Background: an optimization exercise with open tools, aiming at a short achievable clock period and few clock cycles. Do not read the settings as production practice. At most, simulation tests tie the RTL to the original design; equivalence was not proved. The RTL of runs 1 and 2 was laid out without a check of its function. No activity file was given, so power comes from the tool's default toggle rates.

### config.mk
export PLATFORM = sky130hd
export DESIGN_NAME = cpu_top
export DESIGN_NICKNAME = cpu_top
export VERILOG_FILES = /design/flow/design.v
export SDC_FILE = /design/flow/constraint.sdc
export NUM_CORES = 4
export LEC_CHECK = 0
export ABC_CLOCK_PERIOD_IN_PS = 2000
export CAP_MARGIN = 20
export CORE_MARGIN = 2
export CORE_UTILIZATION = 40
export SETUP_SLACK_MARGIN = 5
export SLEW_MARGIN = 20
export TNS_END_PERCENT = 100
### constraint.sdc
create_clock -name core_clock -period 9.0 [get_ports {clock}]
set_input_delay 1.8000 -clock core_clock [delete_from_list [all_inputs] [get_ports {clock}]]
set_output_delay 1.8000 -clock core_clock [all_outputs]
set_load 0.01 [all_outputs]
### design.v
package proc_pkg;
    typedef enum logic [5-1:0] {
        op_rtype = 5'b00000,
        op_j     = 5'b00001,
        op_bne   = 5'b00010,
        op_jal   = 5'b00011,
        op_jr    = 5'b00100,
        op_addi  = 5'b00101,
        op_blt   = 5'b00110,
        op_sw    = 5'b00111,
        op_lw    = 5'b01000
    } opcode_e;
    typedef enum logic [5-1:0] {
        alu_add = 5'd0,
        alu_sub = 5'd1,
        alu_and = 5'd2,
        alu_or  = 5'd3,
        alu_sll = 5'd4,
        alu_sra = 5'd5
    } alu_op_e;
    typedef struct packed {
        opcode_e                   opcode;
        logic [5-1:0] rd;
        logic [5-1:0] rs;
        logic [5-1:0] rt;
        logic [4:0]                shamt;
        alu_op_e                   alu_op;
        logic [1:0]                spare;
    } insn_t;
    typedef struct packed {
        logic [32-1:0] pc;
        insn_t                 insn;
    } if_id_t;
    typedef struct packed {
        logic [32-1:0] pc;
        logic [32-1:0] a;
        logic [32-1:0] b;
        insn_t                 insn;
    } id_ex_t;
    typedef struct packed {
        logic [32-1:0] result;
        logic [32-1:0] b;
        insn_t                 insn;
    } ex_mem_t;
    typedef struct packed {
        logic [32-1:0] result;
        logic [32-1:0] load_data;
        insn_t                 insn;
    } mem_wb_t;
    typedef struct packed {
        logic                      en;
        logic [5-1:0] idx;
        logic [32-1:0]     data;
    } rf_write_t;
    typedef struct packed {
        logic [32-1:0] addr;
        logic [32-1:0] data;
        logic                  wren;
    } dmem_req_t;
endpackage
module proc_ks_add #(
    parameter int W = 32
) (
    input  logic [W-1:0] x,
    input  logic [W-1:0] y,
    input  logic         cin,
    output logic [W-1:0] s,
    output logic         cout
);
    localparam int L = 5;
    logic [W-1:0] p0;
    logic [W-1:0] g [0:L];
    logic [W-1:0] p [0:L];
    assign p0 = x ^ y;
    always_comb begin
        g[0] = x & y;
        g[0][0] = (x[0] & y[0]) | (p0[0] & cin);
        p[0] = p0;
    end
    for (genvar l = 0; l < L; l++) begin : g_lvl
        for (genvar i = 0; i < W; i++) begin : g_bit
            if (i >= (1 << l)) begin : g_comb
                assign g[l+1][i] = g[l][i] | (p[l][i] & g[l][i-(1<<l)]);
                assign p[l+1][i] = p[l][i] & p[l][i-(1<<l)];
            end else begin : g_pass
                assign g[l+1][i] = g[l][i];
                assign p[l+1][i] = p[l][i];
            end
        end
    end
    assign s    = p0 ^ {g[L][W-2:0], cin};
    assign cout = g[L][W-1];
endmodule
module cpu_top (
    input  logic                      clock,
    input  logic                      arst_n,
    output logic [32-1:0]     imem_addr,
    input  logic [32-1:0]     imem_rdata,
    output logic [32-1:0]     dmem_addr,
    output logic [32-1:0]     dmem_wdata,
    output logic                      dmem_wren,
    input  logic [32-1:0]     dmem_rdata,
    output logic [5-1:0] rf_raddr_a,
    output logic [5-1:0] rf_raddr_b,
    input  logic [32-1:0]     rf_rdata_a,
    input  logic [32-1:0]     rf_rdata_b,
    output logic                      rf_wen,
    output logic [5-1:0] rf_widx,
    output logic [32-1:0]     rf_wdata
);
    localparam logic [4:0] OP_R    = 5'd0;
    localparam logic [4:0] OP_J    = 5'd1;
    localparam logic [4:0] OP_BNE  = 5'd2;
    localparam logic [4:0] OP_JAL  = 5'd3;
    localparam logic [4:0] OP_JR   = 5'd4;
    localparam logic [4:0] OP_ADDI = 5'd5;
    localparam logic [4:0] OP_BLT  = 5'd6;
    localparam logic [4:0] OP_SW   = 5'd7;
    localparam logic [4:0] OP_LW   = 5'd8;
    logic [31:0] pc;
    logic [31:0] ras;
    logic [31:0] bp;
    logic [4:0]  bp_idx;
    logic        u_valid;
    logic [4:0]  u_idx;
    logic        u_taken;
    logic        r_redirect;
    logic        d_valid;
    logic [31:0] d_insn;
    logic [31:0] d_pc1;
    logic [4:0]  d_pcl;
    logic        d_pred_taken;
    logic [31:0] d_pred_npc;
    logic [4:0]  d_ra;
    logic [4:0]  d_rb;
    logic        e_valid;
    logic        e_writes;
    logic [4:0]  e_dest;
    logic        e_is_lw;
    logic        e_is_sw;
    logic        e_is_r;
    logic        e_is_jal;
    logic        e_is_bne;
    logic        e_is_blt;
    logic        e_is_jr;
    logic        e_s_sum;
    logic        e_s_sub;
    logic        e_s_and;
    logic        e_s_or;
    logic        e_s_sll;
    logic        e_s_sra;
    logic        e_s_pc1;
    logic [4:0]  e_shamt;
    logic [31:0] e_op2;
    logic [31:0] e_a;
    logic [31:0] e_b;
    logic [31:0] e_cb;
    logic [31:0] e_ca;
    logic [31:0] e_pc1;
    logic [4:0]  e_pcl;
    logic [31:0] e_brtgt;
    logic        e_pred_taken;
    logic [31:0] e_pred_npc;
    logic        m_writes;
    logic [4:0]  m_dest;
    logic        m_is_lw;
    logic        m_wren;
    logic [31:0] m_result;
    logic [31:0] m_sdata;
    logic        w_en;
    logic [4:0]  w_idx;
    logic [31:0] w_data;
    logic [31:0] f_insn;
    logic [4:0]  f_op;
    logic [31:0] f_pc1;
    logic [31:0] f_imm;
    logic [31:0] f_target;
    logic [31:0] f_brtgt;
    logic        f_is_br;
    logic        f_pred_taken;
    logic [31:0] f_pred_npc;
    assign imem_addr = pc;
    assign f_insn    = imem_rdata;
    assign f_op      = f_insn[31:27];
    proc_ks_add i_f_pc1 (.x(pc), .y(32'd0), .cin(1'b1), .s(f_pc1), .cout());
    assign f_imm     = {{15{f_insn[16]}}, f_insn[16:0]};
    assign f_target  = {{5{f_insn[26]}}, f_insn[26:0]};
    logic [9:0] f_brtgt_lo;
    proc_ks_add #(.W(10)) i_f_brtgt (.x(f_pc1[9:0]), .y(f_insn[9:0]), .cin(1'b0), .s(f_brtgt_lo), .cout());
    assign f_brtgt = {f_pc1[31:10], f_brtgt_lo};
    assign f_is_br   = (f_op == OP_BNE) || (f_op == OP_BLT);
    assign f_pred_taken = f_is_br && (f_insn[16] || bp[bp_idx]);
    always_comb begin
        if ((f_op == OP_J) || (f_op == OP_JAL)) begin
            f_pred_npc = f_target;
        end else if (f_op == OP_JR) begin
            f_pred_npc = ras;
        end else if (f_pred_taken) begin
            f_pred_npc = f_brtgt;
        end else begin
            f_pred_npc = f_pc1;
        end
    end
    logic [4:0]  d_op;
    logic [4:0]  d_rd;
    logic [31:0] d_imm;
    logic        d_is_r;
    logic        d_is_addi;
    logic        d_is_lw;
    logic        d_is_sw;
    logic        d_is_bne;
    logic        d_is_blt;
    logic        d_is_jr;
    logic        d_is_jal;
    logic        d_uses_a;
    logic        d_uses_b;
    logic [4:0]  d_dest;
    logic        d_writes;
    logic        stall;
    logic        d_mhit_a;
    logic        d_mhit_b;
    logic [31:0] m_wdata;
    logic [31:0] d_a;
    logic [31:0] d_b;
    assign d_op      = d_insn[31:27];
    assign d_rd      = d_insn[26:22];
    assign d_imm     = {{15{d_insn[16]}}, d_insn[16:0]};
    assign d_is_r    = d_op == OP_R;
    assign d_is_addi = d_op == OP_ADDI;
    assign d_is_lw   = d_op == OP_LW;
    assign d_is_sw   = d_op == OP_SW;
    assign d_is_bne  = d_op == OP_BNE;
    assign d_is_blt  = d_op == OP_BLT;
    assign d_is_jr   = d_op == OP_JR;
    assign d_is_jal  = d_op == OP_JAL;
    assign d_uses_a  = d_is_r || d_is_addi || d_is_lw || d_is_sw || d_is_bne || d_is_blt;
    assign d_uses_b  = d_is_r || d_is_bne || d_is_blt || d_is_jr || d_is_sw;
    assign d_dest    = d_is_jal ? 5'd31 : d_rd;
    logic d_func_sub;
    logic d_func_and;
    logic d_func_or;
    logic d_func_sll;
    logic d_func_sra;
    assign d_func_sub = d_insn[6:2] == 5'd1;
    assign d_func_and = d_insn[6:2] == 5'd2;
    assign d_func_or  = d_insn[6:2] == 5'd3;
    assign d_func_sll = d_insn[6:2] == 5'd4;
    assign d_func_sra = d_insn[6:2] == 5'd5;
    assign d_writes  = (d_is_r || d_is_addi || d_is_lw || d_is_jal) && (d_dest != 5'd0);
    assign rf_raddr_a = d_ra;
    assign rf_raddr_b = d_rb;
    assign stall = d_valid && e_valid && e_is_lw && e_writes &&
                   ((d_uses_a && (d_ra == e_dest)) || (d_uses_b && (d_rb == e_dest)));
    assign m_wdata  = m_is_lw ? dmem_rdata : m_result;
    assign d_mhit_a = m_writes && (m_dest == d_ra);
    assign d_mhit_b = m_writes && (m_dest == d_rb);
    assign d_a      = d_mhit_a ? m_wdata : rf_rdata_a;
    assign d_b      = d_mhit_b ? m_wdata : rf_rdata_b;
    logic [31:0] d_brtgt;
    proc_ks_add i_d_brtgt (.x(d_pc1), .y(d_imm), .cin(1'b0), .s(d_brtgt), .cout());
    logic e_fwd_a;
    logic e_fwd_b;
    assign e_fwd_a = e_writes && !e_is_lw && (e_dest == d_ra);
    assign e_fwd_b = e_writes && !e_is_lw && (e_dest == d_rb);
    logic        d_use_imm;
    logic [31:0] d_op2;
    assign d_use_imm = d_is_addi || d_is_lw || d_is_sw;
    assign d_op2     = d_use_imm ? d_imm : d_b;
    logic [31:0] a;
    logic [31:0] b;
    logic [31:0] sum;
    logic [31:0] diff_ab;
    logic [31:0] result;
    logic        ne;
    logic        lt;
    logic        taken;
    logic        mispredict;
    logic [31:0] redirect_pc;
    assign a = e_a;
    assign b = e_b;
    logic        ge_ba;
    proc_ks_add i_sum     (.x(a), .y(e_op2), .cin(1'b0), .s(sum), .cout());
    proc_ks_add i_diff_ab (.x(a), .y(~b), .cin(1'b1), .s(diff_ab), .cout());
    proc_ks_add i_cmp (.x(e_cb), .y(e_ca), .cin(1'b1), .s(), .cout(ge_ba));
    logic [31:0] sll_a;
    logic [31:0] sra_a;
    assign sll_a = a << e_shamt;
    assign sra_a = $signed(a) >>> e_shamt;
    assign result = ({32{e_s_sum}} & sum) | ({32{e_s_sub}} & diff_ab) |
                    ({32{e_s_and}} & (a & b)) | ({32{e_s_or}} & (a | b)) |
                    ({32{e_s_sll}} & sll_a) | ({32{e_s_sra}} & sra_a) |
                    ({32{e_s_pc1}} & e_pc1);
    assign ne    = !(&(e_cb ^ e_ca));
    assign lt    = !ge_ba;
    assign taken = (e_is_bne && ne) || (e_is_blt && lt);
    logic tgt_ok;
    assign tgt_ok = e_pred_npc == e_brtgt;
    logic e_live;
    assign e_live = e_valid && !r_redirect;
    assign mispredict = e_live &&
                        (((e_is_bne || e_is_blt) &&
                          (taken ? !(e_pred_taken && tgt_ok) : e_pred_taken)) ||
                         (e_is_jr && (b != e_pred_npc)));
    logic        r_is_jr;
    logic        r_taken;
    logic [31:0] r_b;
    logic [31:0] r_brtgt;
    logic [31:0] r_pc1;
    always_comb begin
        if (r_is_jr) begin
            redirect_pc = r_b;
        end else if (r_taken) begin
            redirect_pc = r_brtgt;
        end else begin
            redirect_pc = r_pc1;
        end
    end
    assign dmem_addr  = m_result;
    assign dmem_wdata = m_sdata;
    assign dmem_wren  = m_wren;
    assign rf_wen   = w_en;
    assign rf_widx  = w_idx;
    assign rf_wdata = w_data;
    always_ff @(posedge clock or negedge arst_n) begin
        if (!arst_n) begin
            pc       <= 32'h0000_0000;
            ras      <= '0;
        end else begin
            if (r_redirect) begin
                pc       <= redirect_pc;
            end else if (!stall) begin
                pc       <= f_pred_npc;
            end
            if (f_op == OP_JAL) begin
                ras <= f_pc1;
            end
        end
    end
    always_ff @(posedge clock) begin
        if (r_redirect) begin
            bp_idx <= redirect_pc[4:0];
        end else if (!stall) begin
            bp_idx <= f_pred_npc[4:0];
        end
    end
    always_ff @(posedge clock or negedge arst_n) begin
        if (!arst_n) begin
            d_valid <= 1'b0;
        end else if (!stall) begin
            d_valid <= !r_redirect;
        end else if (r_redirect) begin
            d_valid <= 1'b0;
        end
    end
    always_ff @(posedge clock) begin
        if (!stall) begin
            d_insn       <= f_insn;
            d_pc1        <= f_pc1;
            d_pcl        <= pc[4:0];
            d_pred_taken <= f_pred_taken;
            d_pred_npc   <= f_pred_npc;
            d_ra         <= f_insn[21:17];
            d_rb         <= (f_op[2:1] == 2'b00) ? f_insn[16:12] : f_insn[26:22];
        end
    end
    always_ff @(posedge clock or negedge arst_n) begin
        if (!arst_n) begin
            e_valid      <= 1'b0;
            e_writes     <= 1'b0;
        end else begin
            e_valid      <= d_valid && !r_redirect && !stall;
            e_writes     <= d_valid && !r_redirect && !stall && d_writes;
        end
    end
    always_ff @(posedge clock) begin
        e_dest       <= d_dest;
        e_is_lw      <= d_is_lw;
        e_is_sw      <= d_is_sw;
        e_is_r       <= d_is_r;
        e_is_jal     <= d_is_jal;
        e_is_bne     <= d_is_bne;
        e_is_blt     <= d_is_blt;
        e_is_jr      <= d_is_jr;
        e_s_sum      <= d_use_imm || (d_is_r && !d_func_sub && !d_func_and && !d_func_or &&
                                      !d_func_sll && !d_func_sra);
        e_s_sub      <= d_is_r && d_func_sub;
        e_s_and      <= d_is_r && d_func_and;
        e_s_or       <= d_is_r && d_func_or;
        e_s_sll      <= d_is_r && d_func_sll;
        e_s_sra      <= d_is_r && d_func_sra;
        e_s_pc1      <= d_is_jal;
        e_shamt      <= d_insn[11:7];
        e_a          <= e_fwd_a ? result : d_a;
        e_b          <= e_fwd_b ? result : d_b;
        e_cb         <= e_fwd_b ? {~result[31], result[30:0]} : {~d_b[31], d_b[30:0]};
        e_ca         <= e_fwd_a ? {result[31], ~result[30:0]} : {d_a[31], ~d_a[30:0]};
        e_op2        <= (e_fwd_b && !d_use_imm) ? result : d_op2;
        e_pc1        <= d_pc1;
        e_pcl        <= d_pcl;
        e_brtgt      <= d_brtgt;
        e_pred_taken <= d_pred_taken;
        e_pred_npc   <= d_pred_npc;
    end
    always_ff @(posedge clock or negedge arst_n) begin
        if (!arst_n) begin
            m_writes <= 1'b0;
            m_wren   <= 1'b0;
            w_en     <= 1'b0;
        end else begin
            m_writes <= e_writes && !r_redirect;
            m_wren   <= e_live && e_is_sw;
            w_en     <= m_writes;
        end
    end
    always_ff @(posedge clock) begin
        m_dest   <= e_dest;
        m_is_lw  <= e_is_lw;
        m_result <= result;
        m_sdata  <= b;
        w_idx    <= m_dest;
        w_data   <= m_wdata;
    end
    always_ff @(posedge clock or negedge arst_n) begin
        if (!arst_n) begin
            r_redirect    <= 1'b0;
            u_valid       <= 1'b0;
            bp            <= '0;
        end else begin
            r_redirect    <= mispredict;
            u_valid       <= e_live && (e_is_bne || e_is_blt);
            if (u_valid) begin
                bp[u_idx] <= u_taken;
            end
        end
    end
    always_ff @(posedge clock) begin
        r_is_jr       <= e_is_jr;
        r_taken       <= taken;
        r_b           <= b;
        r_brtgt       <= e_brtgt;
        r_pc1         <= e_pc1;
        u_idx         <= e_pcl;
        u_taken       <= taken;
    end
endmodule
### flow/run.sh
#!/bin/bash
# The standard layout, with timing repair aiming somewhat below the clock
# period: repair_timing keeps working until the setup slack reaches
# SETUP_SLACK_MARGIN. Make's output goes to standard.log, ORFS's own logs to
# orfs/logs.
set -euo pipefail
bash standard.sh SETUP_SLACK_MARGIN=5.8 finish > standard.log 2>&1
### standard.sh
#!/bin/bash
# synth_recipe.tcl (not shown) runs the flow's synth.tcl, then flattens the netlist and writes it again
# the make line also repeats each setting of config.mk as NAME=value (left out here)
make -C /OpenROAD-flow-scripts/flow DESIGN_CONFIG=/design/flow/config.mk WORK_HOME=/design/flow/orfs CLKGATE_MAP_FILE= SYNTH_SCRIPT=/design/flow/synth_recipe.tcl "${@:-finish}"
==> results of run 1 <==
[area by class of cell]
| cell class | instances | area [um2] |
|---|---|---|
| Multi-Input combinational cell | 2470 | 19900 |
| Clock inverter | 34 | 403 |
| Fill cell | 7901 | 42600 |
| Clock buffer | 98 | 2060 |
| Tap cell | 1155 | 1450 |
| Antenna cell | 2 | 5.00 |
| Sequential cell | 646 | 14800 |
| Timing Repair Buffer | 473 | 4360 |
| Inverter | 198 | 766 |
[kinds of logic (layout without fill, tap and decap cells)]
family | after synthesis | after routing | share of synthesized area, %
adders and majority gates | 206 | 206 | 7.52
buffers and inverters | 379 | 803 | 4.57
AOI/OAI and AO/OA | 868 | 868 | 16.3
other | 0 | 2 | 0
muxes | 364 | 364 | 13.5
DFF | 646 | 646 | 42.0
xor gates and xnor gates | 184 | 184 | 4.65
and+or+nand+nor | 846 | 848 | 11.4
[through the flow]
step | util (%) | area, um2 | setup slack, ns | hold WS, ns | power, mW
final | 50.7 | 43800 | 5.64 | 0.326 | 10.5
after detailed placement | 44.6 | 38500 | 4.38 | 0.312 | 6.99
after global placement | 44.6 | 38500 | 4.42 | 0.310 | 6.97
after floorplan | - | 34800 | 5.39 | 0.310 | 5.86
after CTS | 49.7 | 42900 | 5.67 | 0.327 | 10.3
after global routing | 50.7 | 43700 | 5.64 | 0.338 | 10.9
[cells in the final DEF (no fill, tap or decap), types with 23 or more instances in the layout]
master / n
a21o_1: 48
a21oi_1: 170
buf_4: 168
clkbuf_16: 76
clkdlybuf4s50_1: 113
dfrtp_1: 82
dfxtp_1: 365
dfxtp_2: 33
dfxtp_4: 32
dlygate4sd2_1: 142
edfxtp_1: 112
ha_1: 160
ha_4: 28
inv_1: 191
mux2_2: 113
mux2i_1: 172
mux4_2: 72
nand2_1: 253
nand2b_1: 28
nand3_1: 54
nand4_1: 52
nor2_1: 251
nor3_1: 45
o211ai_1: 48
o21a_1: 36
o21ai_0: 239
o21ai_1: 25
o21bai_1: 23
xnor2_1: 130
xor2_1: 46
[report_power, final]
group / leakage (nW) / internal (mW) / switching [mW] / total (mW)
clock network: 1.20 / 1.76 / 1.33 / 3.09
registers: 6.11 / 3.69 / 0.563 / 4.25
logic: 11.1 / 1.41 / 1.76 / 3.17
[final timing paths]
check	endpoint	slack (ns)	depth (start not counted)
worst max-delay path	e_op2[20]$_DFF_P_	5.64	9
worst min-delay path	u_idx[1]$_DFF_P_	0.33	0
worst max register to register	e_op2[20]$_DFF_P_	5.64	9
worst min register to register	u_idx[1]$_DFF_P_	0.33	0
max in group asynchronous	pc[19]$_DFFE_PN0P_	6.40	2
min in group asynchronous	ras[0]$_DFFE_PN0P_	1.21	1
[metal layers]
layer / vias up / GRT usage [%] / part of all wire, %
met5: - / 0 / 0.0095
met1: 14600 / 39.5 / 42
met4: 2 / 10.9 / 3.9
li1: 13400 / - / -
met3: 263 / 7.26 / 9.2
met2: 1396 / 47.1 / 45
[repair_timing]
action                                  CTS  global route
gates resized for setup                 470           140
buffers inserted                        110            40
gates cloned                              4             0
endpoints found under the hold margin     0             0
pin swaps                                64            66
endpoints found under the setup margin  461           113
==> flow_metrics.env, run 1 <==
export IMPL_clock_sinks=646
export IMPL_numCtsBuffers=74
export IMPL_syn_cell_area_um2=34700
export IMPL_wire_per_inst_um=27.1
export IMPL_wirelength_um=138000
export IMPL_crit_buf_inv=1
export IMPL_worstSetupStartpoint="e_shamt[2]$_DFF_P_"
export IMPL_synth_edf_count=112
export IMPL_ys_warn_count=427
export IMPL_root_buffer="clkbuf_16"
export IMPL_grt_antenna_before_repair=3
export IMPL_synthCells=3493
export IMPL_grt_ovfl_total=0
export IMPL_gp_congestion=1.02
export IMPL_synth_seq_area_share_pct=42.0
export IMPL_maxSlewHeadroom_pct=32.2
export IMPL_cp_max_fo=45
export IMPL_path_cells="buf_8 > mux4_2 > nand2_1 > o21ai_0 > a21oi_1 > o2111ai_1 > a311oi_2 > o21ai_2 > a211o_1"
export IMPL_yosysMostFrequentCell="dfxtp_1"
export IMPL_hold_viol_final=0
export IMPL_hp_start="e_pcl[1]$_DFF_P_"
export IMPL_arrival_ns=3.86
export IMPL_drive_above_1_share_pct=21.7
export IMPL_firstDrtPassIters=8
export IMPL_clk_pin_slew_ns=0.06
export IMPL_yosys_top_cells_area="dfxtp_1, edfxtp_1, dfrtp_1"
export IMPL_status="finished clean"
export IMPL_critPathLaunchType="flip-flop"
export IMPL_worst_pin_slew_ns=1.02
export IMPL_ant_nets=0
export IMPL_critical_path_top_delay_family="compound AO/OA/AOI/OAI gates"
export IMPL_fmax_mhz=297
export IMPL_fin_skew_ns=0.0358
export IMPL_rsz0062_at_grt="yes"
export IMPL_hpwl_um=99200
export IMPL_core_um2=86300
export IMPL_ir_worst_vdd_v=0.000165
export IMPL_hold_class="flip-flop to flip-flop"
export IMPL_holdBufCountCts=0
export IMPL_drv_slew=0
export IMPL_synthArstFlopShare_pct=16.1
export IMPL_synth_flop_cell="dfxtp_1"
export IMPL_leakage_nw=18.4
export IMPL_drt_initial_drc_count=3044
export IMPL_grt_pass1_wl_um=196000
export IMPL_clk_latency_ns=0.64
export IMPL_yosysTopAreaCell="dfxtp_1"
export IMPL_cp_slowest_stage_delay_ns=0.55
export IMPL_cts_tree="built"
export IMPL_grtUsageTotal_pct=29.8
export IMPL_post_route_period_util_pct=37.4
export IMPL_maxCapViolCount=0
export IMPL_synth_fp_nets=3829
export IMPL_required_ns=9.49
export IMPL_stdcell_count=5076
export IMPL_clock_path_buffers=3
export IMPL_setup_viol=0
export IMPL_initial_core_util_pct=40.2
export IMPL_fin_crit_ns=3.36
export IMPL_port_buffers=274
export IMPL_rows=108
export IMPL_area_growth_pct=26.1
export IMPL_r2r_start="e_shamt[2]$_DFF_P_"
export IMPL_vias=29700
export IMPL_io_pins=275
export IMPL_ys_seq_elements=646
export IMPL_drc=0
export IMPL_path_class="flip-flop to flip-flop"
export IMPL_die_y_um=298
export IMPL_p_per_area_nw_per_um2=240
export IMPL_nets=4199
export IMPL_cp_slowest_cell="dfxtp_4"
export IMPL_grt_max_degree=89
export IMPL_post_place_cells=4788
export IMPL_die_x_um=298
export IMPL_grt_pass1_vias=28600
export IMPL_endpoint_kind="flip-flop"
export IMPL_fin_setup_tns_ns=0
export IMPL_die_area_um2=89100
export IMPL_synth_distinct_cells=98
export IMPL_via_per_inst=5.84
export IMPL_htree_levels=3
export IMPL_synth_avg_cell_area_um2=9.93
export IMPL_yosysTopAreaCellShare_pct=24.8
export IMPL_synth_commonest_cells="dfxtp_1, o21ai_0, nor2_1, nand2_1, ha_1"
==> run 2, diff against run 1 <==
--- a/config.mk
+++ b/config.mk
@@ -8,7 +8,7 @@
 export ABC_CLOCK_PERIOD_IN_PS = 2000
 export CAP_MARGIN = 20
 export CORE_MARGIN = 2
-export CORE_UTILIZATION = 40
+export CORE_UTILIZATION = 50
 export SETUP_SLACK_MARGIN = 5
 export SLEW_MARGIN = 20
 export TNS_END_PERCENT = 100
==> run 2 against run 1 <==
Global-route usage grew 7.5 points. Setup slack gained 0.037 ns. Synthesized cell count is the same. Routed wire length shrank 0.54%. Die area shrank 20%. Sequential power is essentially flat. Flip-flop and latch count is the same. Area after synthesis is the same.
==> flow_metrics.env, run 2 <==
export IMPL_fill_cells=5585
export IMPL_grtUsageTotal_pct=37.2
export IMPL_grt_pass1_vias=29400
export IMPL_die_area_um2=71500
export IMPL_synth_flop_cell="dfxtp_1"
export IMPL_hpwl_um=100000
export IMPL_required_ns=9.51
export IMPL_root_buffer="clkbuf_16"
export IMPL_yosysTopAreaCell="dfxtp_1"
export IMPL_r2r_slack_ns=5.67
export IMPL_clk_latency_ns=0.63
export IMPL_synth_edf_count=112
export IMPL_worst_pin_slew_ns=1.15
export IMPL_maxSlewHeadroom_pct=23.2
export IMPL_endpoint_kind="flip-flop"
export IMPL_via_per_inst=6.24
export IMPL_synthArstFlopShare_pct=16.1
export IMPL_holdBufCountCts=0
export IMPL_synth_seq_area_share_pct=42.0
export IMPL_layout_commonest_cell="dfxtp_1"
export IMPL_preCtsSetupSlack_ns=4.48
export IMPL_ir_worst_vdd_v=0.000209
export IMPL_die_y_um=267
export IMPL_critPathLaunchType="flip-flop"
export IMPL_place_area_um2=38300
export IMPL_ff2ff_path_depth=9
export IMPL_cts_tree="built"
export IMPL_path_class="flip-flop to flip-flop"
export IMPL_timing_final_ws_setup_ns=5.67
export IMPL_hold_viol_final=0
export IMPL_ys_seq_elements=646
export IMPL_cp_max_fo=50
export IMPL_htree_levels=3
export IMPL_status="finished clean"
export IMPL_grt_antenna_before_repair=8
export IMPL_final_core_util_pct=63.5
export IMPL_maxCapViolCount=0
export IMPL_area_growth_pct=25.5
export IMPL_ys_warn_count=427
export IMPL_drt_initial_drc_count=3363
export IMPL_grt_pass1_wl_um=195000
export IMPL_arrival_ns=3.83
export IMPL_io_pins=275
export IMPL_clock_path_buffers=3
export IMPL_yosysMostFrequentCell="dfxtp_1"
export IMPL_die_x_um=267
export IMPL_drive_above_1_share_pct=22.0
export IMPL_fin_crit_ns=3.33
export IMPL_clock_sinks=646
export IMPL_holdPathStages=0
export IMPL_design_area_um2=43500
export IMPL_synth_avg_cell_area_um2=9.93
export IMPL_port_buffers=274
export IMPL_nets=4206
export IMPL_layout_common_cells="dfxtp_1, nand2_1, nor2_1"
export IMPL_core_um2=68600
export IMPL_numCtsBuffers=70
export IMPL_synth_commonest_cells="dfxtp_1, o21ai_0, nor2_1, nand2_1, ha_1"
export IMPL_hold_class="flip-flop to flip-flop"
export IMPL_ant_nets=0
export IMPL_fmax_mhz=301
export IMPL_power_total_mw=10.4
export IMPL_clk_pin_slew_ns=0.07
export IMPL_yosysTopAreaCellShare_pct=24.8
export IMPL_synth_fp_nets=3829
export IMPL_drv_slew=0
export IMPL_vias=30300
export IMPL_grt_max_degree=80
export IMPL_fin_setup_tns_ns=0
export IMPL_wire_per_inst_um=28.2
export IMPL_wirelength_um=137000
export IMPL_grt_ovfl_total=0
export IMPL_setup_viol=0
export IMPL_firstDrtPassIters=6
export IMPL_syn_cell_area_um2=34700
export IMPL_p_per_area_nw_per_um2=238
export IMPL_rows=96
export IMPL_yosys_top_cells_area="dfxtp_1, edfxtp_1, dfrtp_1"
export IMPL_post_route_period_util_pct=37.0
export IMPL_drc=0
export IMPL_rsz0062_at_grt="yes"
export IMPL_synth_distinct_cells=98
export IMPL_leakage_nw=18.4
export IMPL_fin_skew_ns=0.0420
export IMPL_gp_congestion=1.03
export IMPL_initial_core_util_pct=50.6
export IMPL_synthCells=3493
-- run 2: cell count changes in the layout (fill, tap and decap cells not counted), moves of 5 or more --
cell / delta
o21ai_0: -9
buf_6: +8
buf_4: +7
clkbuf_8: +7
ha_2: +7
a2111oi_2: -6
ha_1: -6
mux2i_1: -6
mux2i_2: +6
dfxtp_4: -5
o21ai_1: +5
-- run 2: metal layers --
layer	vias up	global-route usage (%)	share of wire [%]	wire length [um]
met5	-	0	0.029	40
met4	6	22.0	6.7	9140
met3	398	6.15	7.9	10800
met2	1653	60.2	46	63400
met1	14900	47.0	39	53400
li1	13400	-	-	-
-- run 2: critical path: stages (launching register included) --
cell and delay (ns):
dfxtp_4 0.65, buf_8 0.38, nor2_1 0.19, a21boi_0 0.46, nor3b_1 0.15, a31oi_1 0.16, nand4_1 0.17, a2111oi_4 0.38
o211ai_4 0.24, a211o_1 0.39
-- run 2: metrics by stage --
step | hold slack (ns) | std cells
after floorplan | 0.310 | 3493
after global placement | 0.313 | 4567
after detailed placement | 0.313 | 4567
after CTS | 0.323 | 4799
after global routing | 0.324 | 4858
final | 0.322 | 4859
-- run 2: where the power goes --
part | total, mW | leakage, nW | internal [mW] | switching [mW]
registers | 4.27 | 6.10 | 3.69 | 0.588
logic | 3.14 | 11.2 | 1.40 | 1.73
clock network | 2.94 | 1.16 | 1.66 | 1.28
-- run 2: what timing repair did --
action / 4_1_cts / 5_1_grt
pin swaps: 69 / 75
setup endpoints to repair: 458 / 147
gates resized for setup: 449 / 183
endpoints found under the hold margin: 0 / 0
cloned: 5 / 1
buffers inserted: 100 / 56
-- run 2: final cells by class --
class                      count  area, um2  share of cell area (%)
multi-input combinational   2470      20000                    46.0
sequential                   646      14800                    33.9
timing repair buffer         484       4450                    10.2
clock buffer                  97       2020                    4.65
tap                          931       1160                    2.68
inverter                     198        769                    1.77
clock inverter                30        340                   0.782
antenna                        3       7.51                  0.0172
-- run 2: path summary, 6_finish.rpt --
check | start | to
min | e_pcl[0]$_DFF_P_ | u_idx[0]$_DFF_P_
max reg2reg | e_shamt[2]$_DFF_P_ | e_op2[28]$_DFF_P_
min reg2reg | e_pcl[0]$_DFF_P_ | u_idx[0]$_DFF_P_
max in group asynchronous | arst_n | pc[15]$_DFFE_PN0P_
max | e_shamt[2]$_DFF_P_ | e_op2[28]$_DFF_P_
min in group asynchronous | arst_n | pc[1]$_DFFE_PN0P_
-- run 2: cell families after synthesis --
kind of cell             after synthesis  share of synthesized area [%]
AO/OA/AOI/OAI                        868                           16.3
AND/OR/NAND/NOR                      846                           11.4
flip-flops                           646                           42.0
buffers and inverters                379                           4.57
multiplexers                         364                           13.5
adder cells (fa/ha/maj)              206                           7.52
XOR/XNOR                             184                           4.65
==> run 3, diff against run 2 <==
--- a/design.v
+++ b/design.v
@@ -286,10 +286,15 @@
     logic [31:0] sra_a;
     assign sll_a = a << e_shamt;
     assign sra_a = $signed(a) >>> e_shamt;
-    assign result = ({32{e_s_sum}} & sum) | ({32{e_s_sub}} & diff_ab) |
-                    ({32{e_s_and}} & (a & b)) | ({32{e_s_or}} & (a | b)) |
+    logic        s_fast;
+    logic [31:0] fast;
+    logic [31:0] other;
+    assign s_fast = e_s_sum || e_s_sub;
+    assign fast   = e_s_sub ? diff_ab : sum;
+    assign other  = ({32{e_s_and}} & (a & b)) | ({32{e_s_or}} & (a | b)) |
                     ({32{e_s_sll}} & sll_a) | ({32{e_s_sra}} & sra_a) |
                     ({32{e_s_pc1}} & e_pc1);
+    assign result = s_fast ? fast : other;
     assign ne    = !(&(e_cb ^ e_ca));
     assign lt    = !ge_ba;
     assign taken = (e_is_bne && ne) || (e_is_blt && lt);
@@ -390,11 +395,14 @@
         e_s_sra      <= d_is_r && d_func_sra;
         e_s_pc1      <= d_is_jal;
         e_shamt      <= d_insn[11:7];
-        e_a          <= e_fwd_a ? result : d_a;
-        e_b          <= e_fwd_b ? result : d_b;
-        e_cb         <= e_fwd_b ? {~result[31], result[30:0]} : {~d_b[31], d_b[30:0]};
-        e_ca         <= e_fwd_a ? {result[31], ~result[30:0]} : {d_a[31], ~d_a[30:0]};
-        e_op2        <= (e_fwd_b && !d_use_imm) ? result : d_op2;
+        e_a          <= (e_fwd_a && s_fast) ? fast : (e_fwd_a ? other : d_a);
+        e_b          <= (e_fwd_b && s_fast) ? fast : (e_fwd_b ? other : d_b);
+        e_cb         <= (e_fwd_b && s_fast) ? {~fast[31], fast[30:0]} :
+                        (e_fwd_b ? {~other[31], other[30:0]} : {~d_b[31], d_b[30:0]});
+        e_ca         <= (e_fwd_a && s_fast) ? {fast[31], ~fast[30:0]} :
+                        (e_fwd_a ? {other[31], ~other[30:0]} : {d_a[31], ~d_a[30:0]});
+        e_op2        <= (e_fwd_b && !d_use_imm && s_fast) ? fast :
+                        ((e_fwd_b && !d_use_imm) ? other : d_op2);
         e_pc1        <= d_pc1;
         e_pcl        <= d_pcl;
         e_brtgt      <= d_brtgt;
--- a/config.mk
+++ b/config.mk
@@ -8,7 +8,8 @@
 export ABC_CLOCK_PERIOD_IN_PS = 2000
 export CAP_MARGIN = 20
 export CORE_MARGIN = 2
-export CORE_UTILIZATION = 50
+export CORE_UTILIZATION = 40
+export PLACE_DENSITY = 0.7
 export SETUP_SLACK_MARGIN = 5
 export SLEW_MARGIN = 20
 export TNS_END_PERCENT = 100
==> run 3 against run 2 <==
Highest routed layer is now met4. Register-to-register slack improved by 0.09 ns. Largest power group unchanged. Area after synthesis increased by 0.19%. Clock power increased by 8.8%. Sequential share of layout area increased by 0.15 points. Routed wire length decreased by 2.2%. Count of clock-buffer cells in the layout increased by 4.
==> flow_metrics.env, run 3 <==
export IMPL_power_switching_mw=3.53
export IMPL_gp_congestion=1.07
export IMPL_status="finished clean"
export IMPL_synthCells=3537
export IMPL_grt_ovfl_total=0
export IMPL_p_sw_share_pct=33.9
export IMPL_synthArstFlopShare_pct=16.1
export IMPL_grt_pass1_wl_um=193000
export IMPL_grt_max_degree=94
export IMPL_area_growth_pct=25.2
export IMPL_hold_viol_final=0
export IMPL_nets=4216
export IMPL_yosysTopAreaCell="dfxtp_1"
export IMPL_seq_power_share_pct=40.2
export IMPL_numCtsBuffers=72
export IMPL_setup_viol=0
export IMPL_p_int_mw=6.89
export IMPL_endpoint_kind="flip-flop"
export IMPL_drv_slew=0
export IMPL_io_pins=275
export IMPL_synth_fp_nets=3873
export IMPL_holdBufCountCts=0
export IMPL_p_comb_share_pct=29.1
export IMPL_maxCapViolCount=0
export IMPL_htree_levels=3
export IMPL_firstDrtPassIters=7
export IMPL_path_class="primary input to flip-flop"
export IMPL_die_y_um=299
export IMPL_fin_setup_tns_ns=0
export IMPL_critPathLaunchType="primary input"
export IMPL_port_buffers=274
export IMPL_synth_seq_area_share_pct=41.9
export IMPL_grtUsageTotal_pct=28.9
export IMPL_hpwl_um=96400
export IMPL_drive_above_1_share_pct=19.6
export IMPL_drt_initial_drc_count=3583
export IMPL_ir_worst_vdd_v=0.000238
export IMPL_wirelength_um=134000
export IMPL_synth_flop_cell="dfxtp_1"
export IMPL_hold_class="flip-flop to flip-flop"
export IMPL_yosysTopAreaCellShare_pct=24.8
export IMPL_grt_pass1_vias=28500
export IMPL_yosysMostFrequentCell="dfxtp_1"
export IMPL_ys_warn_count=427
export IMPL_clock_power_share_pct=30.7
export IMPL_layout_commonest_cell="dfxtp_1"
export IMPL_fin_skew_ns=0.0335
export IMPL_drc=0
export IMPL_fmax_mhz=306
export IMPL_grt_antenna_before_repair=5
export IMPL_wire_per_inst_um=26.3
export IMPL_vias=30200
export IMPL_initial_core_util_pct=40.2
export IMPL_cts_tree="built"
export IMPL_rows=108
export IMPL_fin_crit_ns=3.27
export IMPL_cp_max_fo=2
export IMPL_arrival_ns=3.74
export IMPL_leakage_nw=18.2
export IMPL_yosys_top_cells_area="dfxtp_1, edfxtp_1, dfrtp_1"
export IMPL_syn_cell_area_um2=34800
export IMPL_required_ns=9.48
export IMPL_ys_seq_elements=646
export IMPL_clk_latency_ns=0.64
export IMPL_core_um2=86500
export IMPL_root_buffer="clkbuf_16"
export IMPL_synth_avg_cell_area_um2=9.83
export IMPL_post_route_period_util_pct=36.3
export IMPL_ant_nets=0
export IMPL_holdPathStages=0
export IMPL_rsz0062_at_grt="yes"
export IMPL_via_per_inst=5.93
export IMPL_clk_pin_slew_ns=0.06
export IMPL_clock_path_buffers=3
export IMPL_synth_distinct_cells=103
export IMPL_layout_common_cells="dfxtp_1, nand2_1, nor2_1"
export IMPL_worst_pin_slew_ns=1.07
export IMPL_p_per_area_nw_per_um2=239
export IMPL_die_x_um=299
export IMPL_maxSlewHeadroom_pct=27.8
export IMPL_clock_sinks=646
export IMPL_timing_final_ws_setup_ns=5.73
export IMPL_preCtsSetupSlack_ns=4.12
export IMPL_synth_edf_count=112
export IMPL_die_area_um2=89300
export IMPL_synth_commonest_cells="dfxtp_1, nand2_1, o21ai_0, nor2_1, a21oi_1"
export IMPL_ff2ff_path_depth=10
## run 3: cell types whose count changed after synthesis, moves of 11 or more
cell,delta
mux4_2,-12
mux4_1,+14
xnor2_1,-23
buf_1,+12
nand2_1,+29
mux2_2,-22
xor2_1,+43
mux2i_1,-19
nand4_1,-18
a211oi_1,+12
a21oi_1,+11
## run 3: critical path: stages
cell	delay, ns
buf_8	0.10
ha_4	0.16
fa_2	0.36
a21o_1	0.19
a21oi_2	0.18
o21ai_2	0.09
o41ai_2	0.28
xnor2_1	0.10
o211ai_1	0.17
nand2_1	0.09
mux2i_1	0.13
o21ai_1	0.08
## run 3: path summary, 6_finish.rpt
check | startpoint | endpoint | slack [ns]
worst max register to register | e_shamt[1]$_DFF_P_ | e_op2[15]$_DFF_P_ | 5.76
min in group asynchronous | arst_n | pc[23]$_DFFE_PN0P_ | 1.15
worst min register to register | e_pcl[0]$_DFF_P_ | u_idx[0]$_DFF_P_ | 0.32
worst min-delay path | e_pcl[0]$_DFF_P_ | u_idx[0]$_DFF_P_ | 0.32
worst max-delay path | imem_rdata[0] | pc[8]$_DFFE_PN0P_ | 5.73
max in group asynchronous | arst_n | pc[2]$_DFFE_PN0P_ | 6.43
## run 3: routing by layer
metal	wire (um)	part of all wire, %	global-route usage, %	vias to the layer above
met3	14100	11	7.36	354
met2	58900	44	44.7	1733
met4	7260	5.4	13.6	0
met1	53600	40	37.9	14600
met5	0	0	0	-
li1	-	-	-	13500
## run 3: layout make-up
type	instances	area [um2]
fill	7908	43000
clock buffer	101	2090
sequential	646	14800
multi-input combinational	2509	19900
antenna	2	5.00
clock inverter	33	509
timing repair buffer	443	3990
inverter	208	800
tap	1155	1450
## run 3: kinds of logic (layout without fill, tap and decap cells)
logic type	count (synthesis)	after routing	share of synthesized area, %
compound gates	909	909	17.0
xor+xnor	204	204	5.14
fa+ha+maj	206	206	7.50
buf+inv	384	785	4.47
flops	646	646	41.9
mux	326	326	12.6
other cells	0	2	0
simple gates	862	864	11.4
## run 3: power by group through the flow
stage	sequential [mW]	combinational [mW]	clock (mW)
3_3_place_gp	4.25	2.57	0
6_report	4.19	3.03	3.20
2_1_floorplan	4.03	1.74	0
3_5_place_dp	4.27	2.61	0
5_1_grt	4.24	3.25	3.35
4_1_cts	4.18	2.84	3.23
## run 3: repair_timing
item	in CTS	in global routing
resized for setup	440	156
setup endpoints to repair	416	145
gates cloned	2	2
pin swaps	49	54
buffers inserted	78	45
hold endpoints to repair	0	0
## run 3: per-stage QoR
stage	instance area [um2]	hold WS [ns]	power, mW	utilization (%)	instances
3_5_place_dp	38600	0.313	6.87	44.7	4834
4_1_cts	42500	0.322	10.3	49.1	5048
3_3_place_gp	38600	0.311	6.83	44.7	4834
5_1_grt	43500	0.326	10.8	50.3	5096
2_1_floorplan	34900	0.310	5.78	-	3537
6_report	43500	0.322	10.4	50.3	5097
Testbench counts of run 3, summed over its fixed seeds: cycles 47,641.
==> run 4, diff against run 3 <==
--- a/config.mk
+++ b/config.mk
@@ -5,11 +5,10 @@
 export SDC_FILE = /design/flow/constraint.sdc
 export NUM_CORES = 4
 export LEC_CHECK = 0
-export ABC_CLOCK_PERIOD_IN_PS = 2000
+export ABC_CLOCK_PERIOD_IN_PS = 1200
 export CAP_MARGIN = 20
 export CORE_MARGIN = 2
 export CORE_UTILIZATION = 40
-export PLACE_DENSITY = 0.7
 export SETUP_SLACK_MARGIN = 5
 export SLEW_MARGIN = 20
 export TNS_END_PERCENT = 100
==> run 4 against run 3 <==
Die area unchanged. Final cell count increased by 0.39%. Register-to-register slack about the same. First-iteration DRC count decreased by 15%. Routed wire length increased by 2.4%. Non-clock buffer count increased by 18. Combinational power increased by 4%. Sequential power about the same. Via count decreased by 0.93%. Hold slack improved by 0.0033 ns. Setup slack improved by 0.011 ns. Flip-flop and latch count unchanged. Critical path type is now flip-flop to flip-flop. Highest routed layer is now met5.
==> flow_metrics.env, run 4 <==
export IMPL_status="finished clean"
export IMPL_drive_above_1_share_pct=20.4
export IMPL_synth_compound_area_share_pct=17.0
export IMPL_initial_core_util_pct=40.2
export IMPL_cts_tree="built"
export IMPL_fmax_mhz=307
export IMPL_wire_per_inst_um=26.8
export IMPL_path_cells="buf_4 > mux2i_1 > nor2_1 > a21oi_1 > a222oi_1 > a311oi_2 > a21oi_1 > o2bb2ai_1 > mux2_2"
export IMPL_yosysTopAreaCellShare_pct=24.8
export IMPL_rows=108
export IMPL_synth_flop_cell="dfxtp_1"
export IMPL_seq_power_share_pct=40.0
export IMPL_cpMostUsedCell="a21oi_1"
export IMPL_die_area_um2=89300
export IMPL_design_area_um2=43700
export IMPL_grt_antenna_before_repair=6
export IMPL_fin_skew_ns=0.0488
export IMPL_synthCells=3537
export IMPL_p_sw_share_pct=34.8
export IMPL_die_y_um=299
export IMPL_layout_commonest_cell="dfxtp_1"
export IMPL_seqCellArea_um2=14800
export IMPL_vias=29900
export IMPL_hold_class="flip-flop to flip-flop"
export IMPL_grt_pass1_vias=28200
export IMPL_synth_edf_count=112
export IMPL_arrival_ns=3.76
export IMPL_port_buffers=274
export IMPL_cp_slowest_cell="a222oi_1"
export IMPL_min_to="u_idx[4]$_DFF_P_"
export IMPL_clock_path_buffers=3
export IMPL_synthArstFlopShare_pct=16.1
export IMPL_ys_seq_elements=646
export IMPL_fill_cells=7965
export IMPL_core_um2=86500
export IMPL_synth_simple_area_share_pct=11.4
export IMPL_ff2ff_path_depth=9
export IMPL_cp_max_fo=9
export IMPL_area_growth_pct=25.8
export IMPL_numCtsBuffers=74
export IMPL_fin_setup_tns_ns=0
export IMPL_gp_congestion=1.05
export IMPL_crit_buf_inv=1
export IMPL_drt_initial_drc_count=3048
export IMPL_power_switching_mw=3.64
export IMPL_critical_path_top_delay_family="compound AO/OA/AOI/OAI gates"
export IMPL_p_comb_share_pct=30.1
export IMPL_p_int_mw=6.83
export IMPL_hp_start="e_pcl[4]$_DFF_P_"
export IMPL_drc=0
export IMPL_synth_commonest_cells="dfxtp_1, nand2_1, o21ai_0, nor2_1, a21oi_1"
export IMPL_ys_warn_count=427
export IMPL_critPathLaunchType="flip-flop"
export IMPL_fin_crit_ns=3.25
export IMPL_die_x_um=299
export IMPL_io_pins=275
export IMPL_clock_power_share_pct=29.9
export IMPL_layout_common_cells="dfxtp_1, nand2_1, nor2_1"
export IMPL_ant_nets=0
export IMPL_hold_viol_final=0
export IMPL_grt_ovfl_total=0
export IMPL_yosys_top_cells_area="dfxtp_1, edfxtp_1, dfrtp_1"
export IMPL_synth_adder_area_share_pct=7.50
export IMPL_wirelength_um=137000
export IMPL_nets=4235
export IMPL_worst_pin_slew_ns=1.15
export IMPL_synth_distinct_cells=103
export IMPL_yosysTopAreaCell="dfxtp_1"
export IMPL_path_class="flip-flop to flip-flop"
export IMPL_hpwl_um=99100
export IMPL_post_route_period_util_pct=36.2
export IMPL_htree_levels=3
export IMPL_multi_input_area_um2=19900
export IMPL_firstDrtPassIters=7
export IMPL_grt_pass1_wl_um=195000
export IMPL_rsz0062_at_grt="yes"
export IMPL_synth_xor_area_share_pct=5.14
export IMPL_syn_cell_area_um2=34800
export IMPL_place_area_um2=38700
export IMPL_synthMuxAreaShare_pct=12.6
export IMPL_grtUsageTotal_pct=29.7
export IMPL_clock_sinks=646
export IMPL_root_buffer="clkbuf_16"
export IMPL_r2r_start="e_shamt[0]$_DFF_P_"
export IMPL_grt_max_degree=78
export IMPL_cp_slowest_stage_delay_ns=0.77
export IMPL_synth_top_family_by_area="compound AO/OA/AOI/OAI gates"
export IMPL_endpoint_kind="flip-flop"
export IMPL_leakage_nw=18.3
export IMPL_clk_pin_slew_ns=0.07
export IMPL_synth_avg_cell_area_um2=9.83
export IMPL_p_per_area_nw_per_um2=239
export IMPL_maxSlewHeadroom_pct=23.4
export IMPL_synth_fp_nets=3873
export IMPL_synth_seq_area_share_pct=41.9
export IMPL_via_per_inst=5.85
export IMPL_required_ns=9.51
export IMPL_reg2reg_to="e_ca[29]$_DFF_P_"
export IMPL_holdPathStages=0
export IMPL_holdBufCountCts=0
export IMPL_r2r_slack_ns=5.75
export IMPL_setup_viol=0
export IMPL_maxCapViolCount=0
export IMPL_ir_worst_vdd_v=0.000187
export IMPL_yosysMostFrequentCell="dfxtp_1"
export IMPL_clk_latency_ns=0.66
export IMPL_drv_slew=0
[run 4: cell count changes in the layout (fill, tap and decap cells not counted), moves of 6 or more]
cell / previous run / this run
a21oi_2: 17 / 11
dlygate4sd2_1: 136 / 116
a21oi_1: 187 / 193
buf_4: 150 / 156
clkdlybuf4s15_1: 11 / 26
buf_6: 9 / 16
[run 4: metal layers]
layer / vias to the layer above / global-route usage (%) / routed length, um
met1: 14500 / 40.2 / 56600
met4: 6 / 12.8 / 7520
li1: 13500 / - / -
met5: - / 0 / 73
met2: 1533 / 45.6 / 59800
met3: 335 / 6.52 / 13000
[run 4: area by class of cell]
type | count | area share [%]
clock inverters | 35 | 1.04
diodes | 4 | 0.0229
flip-flops and latches | 646 | 33.8
multi-input cells | 2508 | 45.6
clock buffers | 100 | 4.78
well taps | 1155 | 3.31
repair buffers | 461 | 9.66
inverters | 208 | 1.82
[run 4: worst max-delay path by stage]
stage	slack, ns	end	start	depth (start not counted)
3_3_place_gp	4.06	pc[4]$_DFFE_PN0P_	imem_rdata[31]	8
6_report	5.75	e_ca[29]$_DFF_P_	e_shamt[0]$_DFF_P_	9
5_1_grt	5.66	e_op2[18]$_DFF_P_	e_a[12]$_DFF_P_	14
4_1_cts	5.71	e_op2[18]$_DFF_P_	e_cb[12]$_DFF_P_	13
2_1_floorplan	5.31	pc[8]$_DFFE_PN0P_	imem_rdata[0]	11
3_5_place_dp	4.07	pc[4]$_DFFE_PN0P_	imem_rdata[31]	8
[run 4: timing repair]
item	in CTS	in global routing
setup buffers	88	46
pin swaps	54	52
resized for setup	473	177
cloned	2	1
endpoints found under the setup margin	416	160
[run 4: metrics by stage]
step | instances | hold WS [ns] | worst slack (ns) | total power [mW] | util (%)
2_1_floorplan | 3537 | 0.310 | 5.31 | 5.78 | -
3_3_place_gp | 4841 | 0.311 | 4.06 | 6.90 | 44.7
3_5_place_dp | 4841 | 0.312 | 4.07 | 6.91 | 44.7
4_1_cts | 5066 | 0.326 | 5.71 | 10.3 | 49.4
5_1_grt | 5114 | 0.336 | 5.66 | 10.9 | 50.5
6_report | 5117 | 0.326 | 5.75 | 10.5 | 50.6
[run 4: worst register-to-register path, delay by kind of cell (launching register included)]
family / cells / cell delay, ns
compound gates: 5 / 1.74
mux: 2 / 0.35
flops: 1 / 0.47
buf+inv: 1 / 0.15
simple gates: 1 / 0.42
[run 4: power groups by stage]
stage	Clock, mW	Sequential, mW	Combinational [mW]
finish	3.13	4.18	3.15
global route	3.30	4.24	3.37
CTS	3.18	4.18	2.91
detailed placement	0	4.27	2.64
global placement	0	4.27	2.63
floorplan	0	4.03	1.74
[run 4: kinds of logic (layout without fill, tap and decap cells)]
| kind of cell | count (synthesis) | count (layout) |
|---|---|---|
| mux | 326 | 326 |
| compound gates | 909 | 909 |
| fa+ha+maj | 206 | 206 |
| flops | 646 | 646 |
| other cells | 0 | 4 |
| xor+xnor | 204 | 204 |
| simple gates | 862 | 863 |
| buf+inv | 384 | 804 |
==> run 5, diff against run 4 <==
--- a/config.mk
+++ b/config.mk
@@ -5,7 +5,7 @@
 export SDC_FILE = /design/flow/constraint.sdc
 export NUM_CORES = 4
 export LEC_CHECK = 0
-export ABC_CLOCK_PERIOD_IN_PS = 1200
+export ABC_CLOCK_PERIOD_IN_PS = 3300
 export CAP_MARGIN = 20
 export CORE_MARGIN = 2
 export CORE_UTILIZATION = 40
==> run 5 against run 4 <==
Setup slack did not move. First-iteration DRC count unchanged. Non-clock buffer count stayed put. Clock skew unchanged. Highest routed layer unchanged. Die area stayed put. Combinational power barely moved. Sequential share of layout area stayed put. Fmax stayed put. Critical endpoint unchanged.
==> flow_metrics.env, run 5 <==
export IMPL_status="finished clean"
export IMPL_layout_commonest_cell="dfxtp_1"
export IMPL_synthArstFlopShare_pct=16.1
export IMPL_vias=29900
export IMPL_fin_skew_ns=0.0488
export IMPL_drt_initial_drc_count=3048
export IMPL_ys_warn_count=427
export IMPL_grt_pass1_wl_um=195000
export IMPL_wire_per_inst_um=26.8
export IMPL_grt_max_degree=78
export IMPL_clock_path_buffers=3
export IMPL_maxCapViolCount=0
export IMPL_setup_viol=0
export IMPL_arrival_ns=3.76
export IMPL_ys_seq_elements=646
export IMPL_grtUsageTotal_pct=29.7
export IMPL_fin_setup_tns_ns=0
export IMPL_numCtsBuffers=74
export IMPL_synth_seq_area_share_pct=41.9
export IMPL_grt_ovfl_total=0
export IMPL_layout_common_cells="dfxtp_1, nand2_1, nor2_1"
export IMPL_cts_tree="built"
export IMPL_syn_cell_area_um2=34800
export IMPL_maxSlewHeadroom_pct=23.4
export IMPL_critPathLaunchType="flip-flop"
export IMPL_nets=4235
export IMPL_die_area_um2=89300
export IMPL_hpwl_um=99100
export IMPL_cp_slowest_cell="a222oi_1"
export IMPL_core_um2=86500
export IMPL_htree_levels=3
export IMPL_timing_final_ws_setup_ns=5.75
export IMPL_drc=0
export IMPL_ant_nets=0
export IMPL_fmax_mhz=307
export IMPL_path_class="flip-flop to flip-flop"
export IMPL_initial_core_util_pct=40.2
export IMPL_hold_class="flip-flop to flip-flop"
export IMPL_cpMostUsedCell="a21oi_1"
export IMPL_p_per_area_nw_per_um2=239
export IMPL_ir_worst_vdd_v=0.000187
export IMPL_synth_commonest_cells="dfxtp_1, nand2_1, o21ai_0, nor2_1, a21oi_1"
export IMPL_synth_distinct_cells=103
export IMPL_via_per_inst=5.85
export IMPL_grt_pass1_vias=28200
export IMPL_worst_pin_slew_ns=1.15
export IMPL_yosysTopAreaCellShare_pct=24.8
export IMPL_port_buffers=274
export IMPL_post_route_period_util_pct=36.2
export IMPL_grt_antenna_before_repair=6
export IMPL_path_cells="buf_4 > mux2i_1 > nor2_1 > a21oi_1 > a222oi_1 > a311oi_2 > a21oi_1 > o2bb2ai_1 > mux2_2"
export IMPL_synthCells=3537
export IMPL_wirelength_um=137000
export IMPL_preCtsSetupSlack_ns=4.07
export IMPL_leakage_nw=18.3
export IMPL_cp_max_fo=9
export IMPL_synth_edf_count=112
export IMPL_synth_avg_cell_area_um2=9.83
export IMPL_die_x_um=299
export IMPL_fin_crit_ns=3.25
export IMPL_area_growth_pct=25.8
export IMPL_firstDrtPassIters=7
export IMPL_rsz0062_at_grt="yes"
export IMPL_io_pins=275
export IMPL_endpoint_kind="flip-flop"
export IMPL_clk_latency_ns=0.66
export IMPL_yosysMostFrequentCell="dfxtp_1"
export IMPL_hold_viol_final=0
export IMPL_synth_flop_cell="dfxtp_1"
export IMPL_required_ns=9.51
export IMPL_final_core_util_pct=50.6
export IMPL_rows=108
export IMPL_gp_congestion=1.05
export IMPL_yosys_top_cells_area="dfxtp_1, edfxtp_1, dfrtp_1"
export IMPL_drive_above_1_share_pct=20.4
export IMPL_synth_fp_nets=3873
export IMPL_yosysTopAreaCell="dfxtp_1"
export IMPL_drv_slew=0
export IMPL_clk_pin_slew_ns=0.07
export IMPL_cp_slowest_stage_delay_ns=0.77
export IMPL_clock_sinks=646
export IMPL_root_buffer="clkbuf_16"
export IMPL_die_y_um=299
-- run 5: logic make-up (layout without fill, tap and decap cells) --
| group | after synthesis | count (layout) | share of synthesized area (%) |
|---|---|---|---|
| other | 0 | 4 | 0 |
| adder cells (fa/ha/maj) | 206 | 206 | 7.50 |
| flip-flops | 646 | 646 | 41.9 |
| XOR/XNOR | 204 | 204 | 5.14 |
| AND/OR/NAND/NOR | 862 | 863 | 11.4 |
| AO/OA/AOI/OAI | 909 | 909 | 17.0 |
| multiplexers | 326 | 326 | 12.6 |
| buffers and inverters | 384 | 804 | 4.47 |
-- run 5: final timing paths --
check	from	to	slack (ns)	depth (start not counted)
setup / recovery	e_shamt[0]$_DFF_P_	e_ca[29]$_DFF_P_	5.75	9
hold / removal	e_pcl[4]$_DFF_P_	u_idx[4]$_DFF_P_	0.33	0
setup reg to reg	e_shamt[0]$_DFF_P_	e_ca[29]$_DFF_P_	5.75	9
hold reg to reg	e_pcl[4]$_DFF_P_	u_idx[4]$_DFF_P_	0.33	0
max in group asynchronous	arst_n	pc[30]$_DFFE_PN0P_	6.47	2
min in group asynchronous	arst_n	ras[23]$_DFFE_PN0P_	1.23	1
-- run 5: layout make-up --
type / count / area (um2)
antenna: 4 / 10.0
clock inverter: 35 / 453
tap: 1155 / 1450
inverter: 208 / 795
timing repair buffer: 461 / 4220
clock buffer: 100 / 2090
multi-input combinational: 2508 / 19900
sequential: 646 / 14800
fill: 7965 / 42800
-- run 5: worst max-delay path, delay by kind of cell, from the launching register on --
| family | cells | cell delay [ns] |
|---|---|---|
| and+or+nand+nor | 1 | 0.42 |
| buffers and inverters | 1 | 0.15 |
| DFF | 1 | 0.47 |
| muxes | 2 | 0.35 |
| AOI/OAI and AO/OA | 5 | 1.74 |
-- run 5: what timing repair did --
action / 4_1_cts / 5_1_grt
endpoints found under the setup margin: 416 / 160
endpoints found under the hold margin: 0 / 0
setup buffers: 88 / 46
gates cloned: 2 / 1
pin swaps: 54 / 52
gates resized for setup: 473 / 177
hold buffers: 0 / 0
-- run 5: report_power, final --
group	internal, mW	switching [mW]	total, mW
Clock	1.79	1.35	3.13
Combinational	1.38	1.77	3.15
Sequential	3.66	0.523	4.18
Total	6.83	3.64	10.5
-- run 5: stage by stage --
| step | cells | cell area, um2 | power, mW | hold WS [ns] |
|---|---|---|---|---|
| final | 5117 | 43700 | 10.5 | 0.326 |
| after global routing | 5114 | 43700 | 10.9 | 0.336 |
| after CTS | 5066 | 42700 | 10.3 | 0.326 |
| after detailed placement | 4841 | 38700 | 6.91 | 0.312 |
| after global placement | 4841 | 38700 | 6.90 | 0.311 |
| after floorplan | 3537 | 34900 | 5.78 | 0.310 |
-- run 5: per-layer routing --
layer / vias to the layer above / part of all wire (%) / global-route usage [%]
met4: 6 / 5.5 / 12.8
met2: 1533 / 44 / 45.6
met1: 14500 / 41 / 40.2
met5: - / 0.053 / 0
li1: 13500 / - / -
met3: 335 / 9.5 / 6.52
==> run 6, diff against run 5 <==
--- a/config.mk
+++ b/config.mk
@@ -5,7 +5,7 @@
 export SDC_FILE = /design/flow/constraint.sdc
 export NUM_CORES = 4
 export LEC_CHECK = 0
-export ABC_CLOCK_PERIOD_IN_PS = 3300
+export ABC_CLOCK_PERIOD_IN_PS = 2000
 export CAP_MARGIN = 20
 export CORE_MARGIN = 2
 export CORE_UTILIZATION = 40
==> run 6 against run 5 <==
First-iteration DRC count stayed put. Count of clock-buffer cells in the layout stayed put. Via count stayed put. Sequential share of layout area stayed put. Still clean. Critical path depth stayed put. Largest power group unchanged. Sequential power hardly changed. Highest routed layer unchanged. Fmax stayed put. Routed wire length stayed put. Total power stayed put.
==> flow_metrics.env, run 6 <==
export IMPL_fin_crit_ns=3.25
export IMPL_die_y_um=299
export IMPL_drv_slew=0
export IMPL_wire_per_inst_um=26.8
export IMPL_synth_seq_area_share_pct=41.9
export IMPL_cp_max_fo=9
export IMPL_gp_congestion=1.05
export IMPL_design_area_um2=43700
export IMPL_area_growth_pct=25.8
export IMPL_post_place_cells=4841
export IMPL_fill_cells=7965
export IMPL_layout_common_cells="dfxtp_1, nand2_1, nor2_1"
export IMPL_place_area_um2=38700
export IMPL_worst_pin_slew_ns=1.15
export IMPL_path_cells="buf_4 > mux2i_1 > nor2_1 > a21oi_1 > a222oi_1 > a311oi_2 > a21oi_1 > o2bb2ai_1 > mux2_2"
export IMPL_seq_power_share_pct=40.0
export IMPL_setup_viol=0
export IMPL_numCtsBuffers=74
export IMPL_r2r_start="e_shamt[0]$_DFF_P_"
export IMPL_clock_power_share_pct=29.9
export IMPL_grt_max_degree=78
export IMPL_maxSlewHeadroom_pct=23.4
export IMPL_power_switching_mw=3.64
export IMPL_ys_warn_count=427
export IMPL_seqCellArea_um2=14800
export IMPL_cpMostUsedCell="a21oi_1"
export IMPL_layout_commonest_cell="dfxtp_1"
export IMPL_synthArstFlopShare_pct=16.1
export IMPL_die_x_um=299
export IMPL_clock_path_buffers=3
export IMPL_maxCapViolCount=0
export IMPL_rsz0062_at_grt="yes"
export IMPL_io_pins=275
export IMPL_root_buffer="clkbuf_16"
export IMPL_port_buffers=274
export IMPL_path_class="flip-flop to flip-flop"
export IMPL_syn_cell_area_um2=34800
export IMPL_leakage_nw=18.3
export IMPL_synth_flop_cell="dfxtp_1"
export IMPL_clock_sinks=646
export IMPL_p_sw_share_pct=34.8
export IMPL_p_int_mw=6.83
export IMPL_grt_antenna_before_repair=6
export IMPL_hp_start="e_pcl[4]$_DFF_P_"
export IMPL_r2r_slack_ns=5.75
export IMPL_synth_fp_nets=3873
export IMPL_via_per_inst=5.85
export IMPL_grt_ovfl_total=0
export IMPL_ant_nets=0
export IMPL_grt_pass1_vias=28200
export IMPL_p_per_area_nw_per_um2=239
export IMPL_required_ns=9.51
export IMPL_ys_seq_elements=646
export IMPL_yosys_top_cells_area="dfxtp_1, edfxtp_1, dfrtp_1"
export IMPL_synth_edf_count=112
export IMPL_clk_latency_ns=0.66
export IMPL_htree_levels=3
export IMPL_synth_distinct_cells=103
export IMPL_arrival_ns=3.76
export IMPL_hold_class="flip-flop to flip-flop"
export IMPL_yosysMostFrequentCell="dfxtp_1"
export IMPL_worstSetupStartpoint="e_shamt[0]$_DFF_P_"
export IMPL_yosysTopAreaCellShare_pct=24.8
export IMPL_synth_commonest_cells="dfxtp_1, nand2_1, o21ai_0, nor2_1, a21oi_1"
export IMPL_ir_worst_vdd_v=0.000187
export IMPL_hold_viol_final=0
export IMPL_cts_tree="built"
export IMPL_firstDrtPassIters=7
export IMPL_hpwl_um=99100
export IMPL_fin_setup_tns_ns=0
export IMPL_rows=108
export IMPL_die_area_um2=89300
export IMPL_stdcell_count=5117
export IMPL_clk_pin_slew_ns=0.07
export IMPL_endpoint_kind="flip-flop"
export IMPL_wirelength_um=137000
export IMPL_fin_skew_ns=0.0488
export IMPL_synthCells=3537
export IMPL_synth_avg_cell_area_um2=9.83
export IMPL_initial_core_util_pct=40.2
export IMPL_core_um2=86500
export IMPL_multi_input_area_um2=19900
export IMPL_status="finished clean"
export IMPL_fmax_mhz=307
export IMPL_post_route_period_util_pct=36.2
export IMPL_drc=0
export IMPL_drive_above_1_share_pct=20.4
export IMPL_hold_slack_ns=0.326
export IMPL_cp_slowest_cell="a222oi_1"
export IMPL_nets=4235
export IMPL_critPathLaunchType="flip-flop"
export IMPL_cp_slowest_stage_delay_ns=0.77
export IMPL_drt_initial_drc_count=3048
export IMPL_grtUsageTotal_pct=29.7
export IMPL_vias=29900
export IMPL_p_comb_share_pct=30.1
export IMPL_grt_pass1_wl_um=195000
export IMPL_yosysTopAreaCell="dfxtp_1"
## run 6: cell counts in the layout (fill, tap and decap cells not counted)
No cell type changed its count.
## run 6: cell type report
type,count,area share (%)
diodes,4,0.0229
clock buffers,100,4.78
clock inverters,35,1.04
inverters,208,1.82
multi-input cells,2508,45.6
flip-flops and latches,646,33.8
well taps,1155,3.31
repair buffers,461,9.66
## run 6: power groups by stage
stage	combinational, mW	sequential [mW]	clock [mW]
after floorplan	1.74	4.03	0
after global placement	2.63	4.27	0
after detailed placement	2.64	4.27	0
after CTS	2.91	4.18	3.18
after global routing	3.37	4.24	3.30
final	3.15	4.18	3.13
## run 6: repair_timing
item                       in CTS  in global routing
resized for setup             473                177
hold buffers                    0                  0
setup endpoints to repair     416                160
buffers inserted               88                 46
cloned                          2                  1
pin swaps                      54                 52
## run 6: path summary, 6_finish.rpt
kind	cells after the start	endpoint
max	9	e_ca[29]$_DFF_P_
min	0	u_idx[4]$_DFF_P_
max reg2reg	9	e_ca[29]$_DFF_P_
min reg2reg	0	u_idx[4]$_DFF_P_
max in group asynchronous	2	pc[30]$_DFFE_PN0P_
min in group asynchronous	1	ras[23]$_DFFE_PN0P_
## run 6: kinds of logic after synthesis
| logic type | after synthesis | share of synthesized area [%] |
|---|---|---|
| adders and majority gates | 206 | 7.50 |
| AOI/OAI and AO/OA | 909 | 17.0 |
| buffers and inverters | 384 | 4.47 |
| DFF | 646 | 41.9 |
| xor gates and xnor gates | 204 | 5.14 |
| muxes | 326 | 12.6 |
| and+or+nand+nor | 862 | 11.4 |
## run 6: critical path: cells and delay by family (launching register included)
family / cells / cell delay (ns)
AO/OA/AOI/OAI: 5 / 1.74
flip-flops: 1 / 0.47
AND/OR/NAND/NOR: 1 / 0.42
multiplexers: 2 / 0.35
buffers and inverters: 1 / 0.15
## run 6: routing by layer
layer,GRT usage [%],vias to the layer above,wire length (um)
met5,0,-,73
met4,12.8,6,7520
met3,6.52,335,13000
met2,45.6,1533,59800
met1,40.2,14500,56600
li1,-,13500,-
## run 6: through the flow
step	total power [mW]	util, %	setup WS (ns)
final	10.5	50.6	5.75
after global routing	10.9	50.5	5.66
after CTS	10.3	49.4	5.71
after detailed placement	6.91	44.7	4.07
after global placement	6.90	44.7	4.06
after floorplan	5.78	-	5.31

[separate check: timing with driven ports]
The results above use ideal ports. As a check the final layouts listed here were re-extracted and re-timed, cells and wires unchanged. Step 1 (the two cells are an assumption about what drives the block):
set clk [get_ports {clock}]
set_driving_cell -lib_cell sky130_fd_sc_hd__clkbuf_16 $clk
set_driving_cell -lib_cell sky130_fd_sc_hd__buf_2 [delete_from_list [all_inputs] $clk]
Step 2, shift: input delay + t, output delay - t, t = (earliest + latest rising clock arrival at the registers) / 2. This alone moves slack from input paths to output paths. Slacks: no drivers / after step 1 / after step 2; pairs: no drivers / after step 1.
run	shift t [ns]	setup WS [ns]	worst data-port slew with drivers (ns)	pins driven straight from the clock port
run 1	0.697	5.636 / 5.636 / 5.142	0.07	1
run 2	0.672	5.674 / 5.674 / 5.090	0.10	1
run 3	0.694	5.734 / 5.744 / 5.062	0.09	1
run 4	0.702	5.745 / 5.745 / 5.072	0.09	1
run 5	0.702	5.745 / 5.745 / 5.072	0.09	1
run 6	0.702	5.745 / 5.745 / 5.072	0.09	1
After both steps setup and hold are still met in every run listed.
